What follows belongs to an exercise in optimizing a design on an open flow for small area, a short achievable clock period and few clock cycles; a production flow would make more cautious choices.
Function was checked by simulation only, so behaviour that the tests miss may differ from the original.
Power is estimated from default activity; no workload was simulated.

## flow/run.sh

```bash
#!/bin/bash
# synth_recipe.tcl (not shown) runs the flow's synth.tcl, then flattens the netlist and writes it again
# the make line also repeats each setting of config.mk as NAME=value (left out here)
make -C /OpenROAD-flow-scripts/flow DESIGN_CONFIG=/design/flow/config.mk WORK_HOME=/design/flow/orfs CLKGATE_MAP_FILE= SYNTH_SCRIPT=/design/flow/synth_recipe.tcl finish
```

## flow/config.mk

```make
export PLATFORM = sky130hd
export DESIGN_NAME = conv2d_stream_engine
export DESIGN_NICKNAME = conv2d_stream_engine
export VERILOG_FILES = /design/flow/design.v
export SDC_FILE = /design/flow/constraint.sdc
export NUM_CORES = 4
export LEC_CHECK = 0
export CAP_MARGIN = 20
export CORE_MARGIN = 2
export CORE_UTILIZATION = 40
export SLEW_MARGIN = 20
```

## flow/constraint.sdc

```tcl
create_clock -name core_clock -period 11.0 [get_ports {clk}]
set_input_delay 2.2000 -clock core_clock [delete_from_list [all_inputs] [get_ports {clk}]]
set_output_delay 2.2000 -clock core_clock [all_outputs]
set_load 0.01 [all_outputs]
```

## flow/design.v

```verilog
module conv2d_stream_engine #(
    parameter int IN_CH  = 16,
    parameter int OUT_CH = 32,
    parameter int IMG_H  = 14,
    parameter int IMG_W  = 14,
    parameter int K      = 3,
    parameter int PAD    = 1,
    parameter int DATA_W = 32,
    parameter int WGT_W  = 8,
    parameter int ACC_W  = 48,
    parameter int RELU   = 1,
    localparam int OH    = IMG_H + 2*PAD - K + 1,
    localparam int OW    = IMG_W + 2*PAD - K + 1,
    localparam int IA_N  = IN_CH*IMG_H*IMG_W,
    localparam int WA_N  = OUT_CH*IN_CH*K*K,
    localparam int OA_N  = OUT_CH*OH*OW,
    localparam int IA_W  = (IA_N > 1) ? $clog2(IA_N) : 1,
    localparam int WA_W  = (WA_N > 1) ? $clog2(WA_N) : 1,
    localparam int BA_W  = (OUT_CH > 1) ? $clog2(OUT_CH) : 1,
    localparam int OA_W  = (OA_N > 1) ? $clog2(OA_N) : 1
) (
    input  logic              clk,
    input  logic              reset,
    input  logic              start,
    output logic              busy,
    output logic              done,
    output logic              sat_flag,
    output logic              in_rd_en,
    output logic [IA_W-1:0]   in_addr,
    input  logic [DATA_W-1:0] in_data,
    output logic              wt_rd_en,
    output logic [WA_W-1:0]   wt_addr,
    input  logic [WGT_W-1:0]  wt_data,
    output logic              b_rd_en,
    output logic [BA_W-1:0]   b_addr,
    input  logic [DATA_W-1:0] b_data,
    output logic              out_valid,
    input  logic              out_ready,
    output logic [OA_W-1:0]   out_addr,
    output logic [DATA_W-1:0] out_data
);
    localparam int N = IN_CH*K*K;
    typedef enum logic [2:0] {
        S_IDLE,
        S_BIAS,
        S_MAC,
        S_DRAIN,
        S_WRITE,
        S_FINISH
    } state_t;
    state_t state;
    logic [31:0] f_idx, i_idx, j_idx;
    logic [31:0] c_idx, m_idx, n_idx, tap;
    logic signed [ACC_W-1:0] acc;
    logic prev_in;
    logic sat_pend;
    logic signed [ACC_W-1:0] in_ext, wt_ext, bias_ext, prod, acc_sum;
    logic signed [ACC_W-1:0] sat_max, sat_min;
    logic [DATA_W-1:0]       res;
    logic                    clip;
    logic [31:0]        iss_c, iss_m, iss_n;
    logic signed [31:0] row, col;
    logic               iss_in;
    logic [IA_W-1:0]    iss_in_addr;
    logic [WA_W-1:0]    iss_wt_addr;
    logic [31:0] nx_f, nx_i, nx_j;
    logic        last_pix;
    always_comb begin
        in_ext   = {{(ACC_W-DATA_W){in_data[DATA_W-1]}}, in_data};
        wt_ext   = {{(ACC_W-WGT_W){wt_data[WGT_W-1]}}, wt_data};
        bias_ext = {{(ACC_W-DATA_W){b_data[DATA_W-1]}}, b_data};
        prod     = prev_in ? in_ext * wt_ext : '0;
        acc_sum  = acc + prod;
    end
    always_comb begin
        sat_max = {{(ACC_W-DATA_W+1){1'b0}}, {(DATA_W-1){1'b1}}};
        sat_min = ~sat_max;
        res     = acc_sum[DATA_W-1:0];
        clip    = 1'b0;
        if (RELU != 0 && acc_sum[ACC_W-1]) begin
            res = '0;
        end else if (acc_sum > sat_max) begin
            res  = sat_max[DATA_W-1:0];
            clip = 1'b1;
        end else if (acc_sum < sat_min) begin
            res  = sat_min[DATA_W-1:0];
            clip = 1'b1;
        end
    end
    always_comb begin
        iss_c = '0;
        iss_m = '0;
        iss_n = '0;
        if (state == S_MAC) begin
            iss_c = c_idx;
            iss_m = m_idx;
            iss_n = n_idx + 1;
            if (n_idx == K-1) begin
                iss_n = '0;
                iss_m = m_idx + 1;
                if (m_idx == K-1) begin
                    iss_m = '0;
                    iss_c = c_idx + 1;
                end
            end
        end
        row         = signed'(i_idx) + signed'(iss_m) - PAD;
        col         = signed'(j_idx) + signed'(iss_n) - PAD;
        iss_in      = (row >= 0) && (row < IMG_H) && (col >= 0) && (col < IMG_W);
        iss_in_addr = IA_W'(signed'(iss_c)*IMG_H*IMG_W + row*IMG_W + col);
        iss_wt_addr = WA_W'(((signed'(f_idx)*IN_CH + signed'(iss_c))*K
                             + signed'(iss_m))*K + signed'(iss_n));
    end
    always_comb begin
        nx_f = f_idx;
        nx_i = i_idx;
        nx_j = j_idx + 1;
        if (j_idx == OW-1) begin
            nx_j = '0;
            nx_i = i_idx + 1;
            if (i_idx == OH-1) begin
                nx_i = '0;
                nx_f = f_idx + 1;
            end
        end
        last_pix = (f_idx == OUT_CH-1) && (i_idx == OH-1) && (j_idx == OW-1);
    end
    always_ff @(posedge clk or negedge reset) begin
        if (!reset) begin
            state     <= S_IDLE;
            f_idx     <= '0;
            i_idx     <= '0;
            j_idx     <= '0;
            c_idx     <= '0;
            m_idx     <= '0;
            n_idx     <= '0;
            tap       <= '0;
            acc       <= '0;
            prev_in   <= 1'b0;
            sat_pend  <= 1'b0;
            busy      <= 1'b0;
            done      <= 1'b0;
            sat_flag  <= 1'b0;
            in_rd_en  <= 1'b0;
            in_addr   <= '0;
            wt_rd_en  <= 1'b0;
            wt_addr   <= '0;
            b_rd_en   <= 1'b0;
            b_addr    <= '0;
            out_valid <= 1'b0;
            out_addr  <= '0;
            out_data  <= '0;
        end else begin
            prev_in <= in_rd_en;
            case (state)
                S_IDLE: begin
                    done <= 1'b0;
                    if (start) begin
                        state    <= S_BIAS;
                        busy     <= 1'b1;
                        sat_flag <= 1'b0;
                        f_idx    <= '0;
                        i_idx    <= '0;
                        j_idx    <= '0;
                        b_rd_en  <= 1'b1;
                        b_addr   <= '0;
                    end
                end
                S_BIAS: begin
                    state    <= S_MAC;
                    b_rd_en  <= 1'b0;
                    c_idx    <= '0;
                    m_idx    <= '0;
                    n_idx    <= '0;
                    tap      <= '0;
                    wt_rd_en <= 1'b1;
                    wt_addr  <= iss_wt_addr;
                    in_rd_en <= iss_in;
                    in_addr  <= iss_in_addr;
                end
                S_MAC: begin
                    acc <= (tap == 0) ? bias_ext : acc_sum;
                    if (tap == N-1) begin
                        state    <= S_DRAIN;
                        wt_rd_en <= 1'b0;
                        in_rd_en <= 1'b0;
                    end else begin
                        tap      <= tap + 1;
                        c_idx    <= iss_c;
                        m_idx    <= iss_m;
                        n_idx    <= iss_n;
                        wt_addr  <= iss_wt_addr;
                        in_rd_en <= iss_in;
                        in_addr  <= iss_in_addr;
                    end
                end
                S_DRAIN: begin
                    state     <= S_WRITE;
                    acc       <= acc_sum;
                    out_valid <= 1'b1;
                    out_data  <= res;
                    out_addr  <= OA_W'(signed'(f_idx)*OH*OW + signed'(i_idx)*OW
                                       + signed'(j_idx));
                    sat_pend  <= clip;
                end
                S_WRITE: begin
                    if (out_ready) begin
                        out_valid <= 1'b0;
                        if (sat_pend) begin
                            sat_flag <= 1'b1;
                        end
                        if (last_pix) begin
                            state <= S_FINISH;
                            done  <= 1'b1;
                            busy  <= 1'b0;
                        end else begin
                            state   <= S_BIAS;
                            f_idx   <= nx_f;
                            i_idx   <= nx_i;
                            j_idx   <= nx_j;
                            b_rd_en <= 1'b1;
                            b_addr  <= BA_W'(nx_f);
                        end
                    end
                end
                S_FINISH: begin
                    state <= S_IDLE;
                    done  <= 1'b0;
                end
                default: state <= S_IDLE;
            endcase
        end
    end
endmodule
```

==> out/results.ini <==
[setup_path]
r2r-start=m_idx[0]
crit_start=wt_data[7]
worstPathRequired_ns=11.47
r2r_slack_ns=1.36
slowest_delay_ns=0.56
end_kind=flip-flop
cp-start-kind=input port
path_class=input port to flip-flop
arrival_ns=10.87
crit_top_cell=fa_1
cp_max_fo=12
cpMaxStageDelayCell=fa_1

[global_routing]
grt_max_degree=132
grt_usage=0.224
overflow=0
grt_pass1_vias=33400
grt_antenna_before_repair=1
grt_pass1_wl_mm=185

[clock_tree]
cts_sinks=335
cts_buffers=43
cts_tree=yes
htreeDepth=2
postCtsHoldBufs=0
clk_pin_slew_ns=0.06
clockBufferDepth=3
clk_latency_ns=0.61
post_cts_buffers=0
cts-root-buf=clkbuf_16

[floorplanning]
rows=116
ios=158
die_area_mm2=0.104
die-height_um=322
die_w_um=322
start_util=0.403
coreArea_mm2=0.100

[yosys]
ys_seq_elements=335
synth_top_area_frac=0.208
ys_seq_area_frac=0.208
synthFlopType=dfrtp_1
synth_area_mm2=0.0404
syn_inst=4932
synth_warnings=1
synth_nets=5739
synthArstFlopShare=1.00
avgSynthCellArea_um2=8.19
yosys.area.top_type=dfrtp_1
synth_enable_flop_cells=0
synthDistinctLibCells=92
synth_area_leaders=dfrtp_1 (21%), fa_1 (14%), ha_1 (14%), inv_1 (7.0%), xnor2_1 (5.1%)

[timing]
fmax_mhz=96.1
relSlewSlack=0.263
holdWs_ns=0.464
fin_crit_ns=10.40
finalHoldViolations=0
setup_tns_ns=0
min_period_over_period=0.946
layout_setup_ws_ns=0.596
finalSetupViolations=0
tightestPinTransition_ns=1.10
clock_skew_ns=0.0373
slew_violations=0

[routing]
drtIter0Drc=2233
wl_per_cell_um=17.8
via_per_inst=5.25
wirelength_mm=114
antenna_left=0
drc=0
dr.pass1.iters=5
via_count=33700

[pwr]
powerDensity_mw_per_mm2=235
ir_worst_vdd_mv=0.728
leakage_uw=0.0224

[place]
dpl.hpwl_mm=92.4
place_ws_ns=-0.0779
port_buffers=157
routabilityCongestion=0.926

[cells_and_area]
nFillCells=9916
drive_gt1_frac=0.0453
final_util=0.453
syn_to_final_growth_pct=12.4
final_nets=5889

[run_status]
status=complete, no violations

[run]
drv_cap=0

[hold_path]
min_path_type=flip-flop to flip-flop
hold_start=wt_addr[1]

## critical path, delay by kind of cell
| kind | cells | cell delay [ns] |
|---|---|---|
| AND/OR/NAND/NOR | 8 | 1.94 |
| AO/OA/AOI/OAI | 13 | 2.31 |
| buffers and inverters | 8 | 1.43 |
| XOR/XNOR | 1 | 0.15 |
| adder cells (fa/ha/maj) | 6 | 2.74 |
| multiplexers | 1 | 0.11 |
## per-layer routing
metal	global-route usage	wire, µm
met1	0.300	51700
met2	0.384	54900
met3	0.0221	4270
met4	0.0589	3250
met5	0	11
## layout make-up
cell class                      instances  area, µm²  area share
Multi-Input combinational cell       3683      28600       0.629
Sequential cell                       335       8380       0.185
Inverter                              755       2830      0.0624
Timing Repair Buffer                  264       2470      0.0545
Tap cell                             1298       1620      0.0358
Clock buffer                           62       1280      0.0282
Clock inverter                         17        225     0.00496
Antenna cell                            1       2.50   0.0000551
## registers in the layout, indices dropped and copies added (netlist names), 3 cells and up
register	flops
acc	48
c_idx	13
f_idx	32
i_idx	32
in_addr	12
j_idx	32
m_idx	32
n_idx	32
out_addr	13
out_data	32
state	3
tap	32
wt_addr	13
## final timing paths
kind                           endpoint  cells after the start
max                        out_data[11]                     37
min                          wt_addr[1]                      2
max reg2reg                 wt_addr[12]                     38
min reg2reg                  wt_addr[1]                      2
max in group asynchronous       tap[29]                      3
min in group asynchronous     f_idx[23]                      1
## synth_stat cells, types with 63 or more instances
master	number
nand4_1	63
and2_1	206
a21o_1	88
a21oi_1	260
clkbuf_1	138
inv_1	754
nand2_1	514
ha_1	440
fa_1	291
xnor2_1	234
dfrtp_1	335
nand3_1	115
nor3_1	73
nor2_1	361
o21ai_0	310
xor2_1	130
## through the flow
| stage | instances | area, µm² | power [µW] |
|---|---|---|---|
| floorplan | 4932 | 40400 | 7040 |
| global placement | 6335 | 43900 | 9140 |
| detailed placement | 6335 | 43900 | 9160 |
| CTS | 6414 | 45400 | 10800 |
| global route | 6414 | 45400 | 11700 |
| finish | 6415 | 45400 | 10700 |
## placed cells by master (no fill, tap or decap), types with 35 or more instances in the layout
cell type / count
inv_1: 754
nand2_1: 513
ha_1: 440
nor2_1: 357
dfrtp_1: 335
o21ai_0: 310
fa_1: 291
a21oi_1: 260
xnor2_1: 234
and2_1: 206
clkdlybuf4s50_1: 155
xor2_1: 130
nand3_1: 115
buf_4: 99
a21o_1: 88
nor3_1: 72
nand4_1: 63
and3_1: 53
nand2b_1: 53
nor4_1: 43
clkbuf_16: 43
o21bai_1: 35
## where the power goes
group / switching [µW] / internal [µW] / leakage [µW]
registers: 181 / 1470 / 0.00449
logic: 4220 / 3290 / 0.0171
clock network: 615 / 886 / 0.000725
## logic make-up after synthesis
kind of cell             share of synthesized area
buffers and inverters                       0.0864
AND/OR/NAND/NOR                              0.193
multiplexers                               0.00462
adder cells (fa/ha/maj)                      0.281
flip-flops                                   0.208
AO/OA/AOI/OAI                                0.147
XOR/XNOR                                    0.0812
## repair_timing
action                                  CTS  global route
gates resized for setup                   0             4
hold endpoints to repair                  0             0
endpoints found under the setup margin    0            32
Testbench counts, summed over its fixed seeds: cycles 3,687,940.

afterwards: timing with drivers on the ports:
Ports are ideal in the flow. The routed layout listed here was re-timed in OpenROAD.
Step 1, drivers: a clkbuf_16 drives clk and a buf_2 each remaining input, both assumed.
Step 2 adds t to the input delays and takes it off the output delays; t is the mean of the earliest and latest rising clock arrival at the registers after step 1. Input paths then give back, and output paths get back, about the clock's delay inside the block.
Slacks: ideal ports / drivers / drivers and shift; pairs: ideal ports / drivers.
shift t [ns]: 0.661
setup WS [ns]: 0.596 / 0.636 / -0.024
hold WS [ns]: 0.464 / 0.464 / 0.464
worst setup path at the end: input to register
latest minus earliest clock arrival (ns): 0.037 / 0.037
With both steps, setup timing fails in this run, where it was met with ideal ports. The setup slack of this run moves by +0.040 ns with the drivers and by -0.620 ns with both steps.
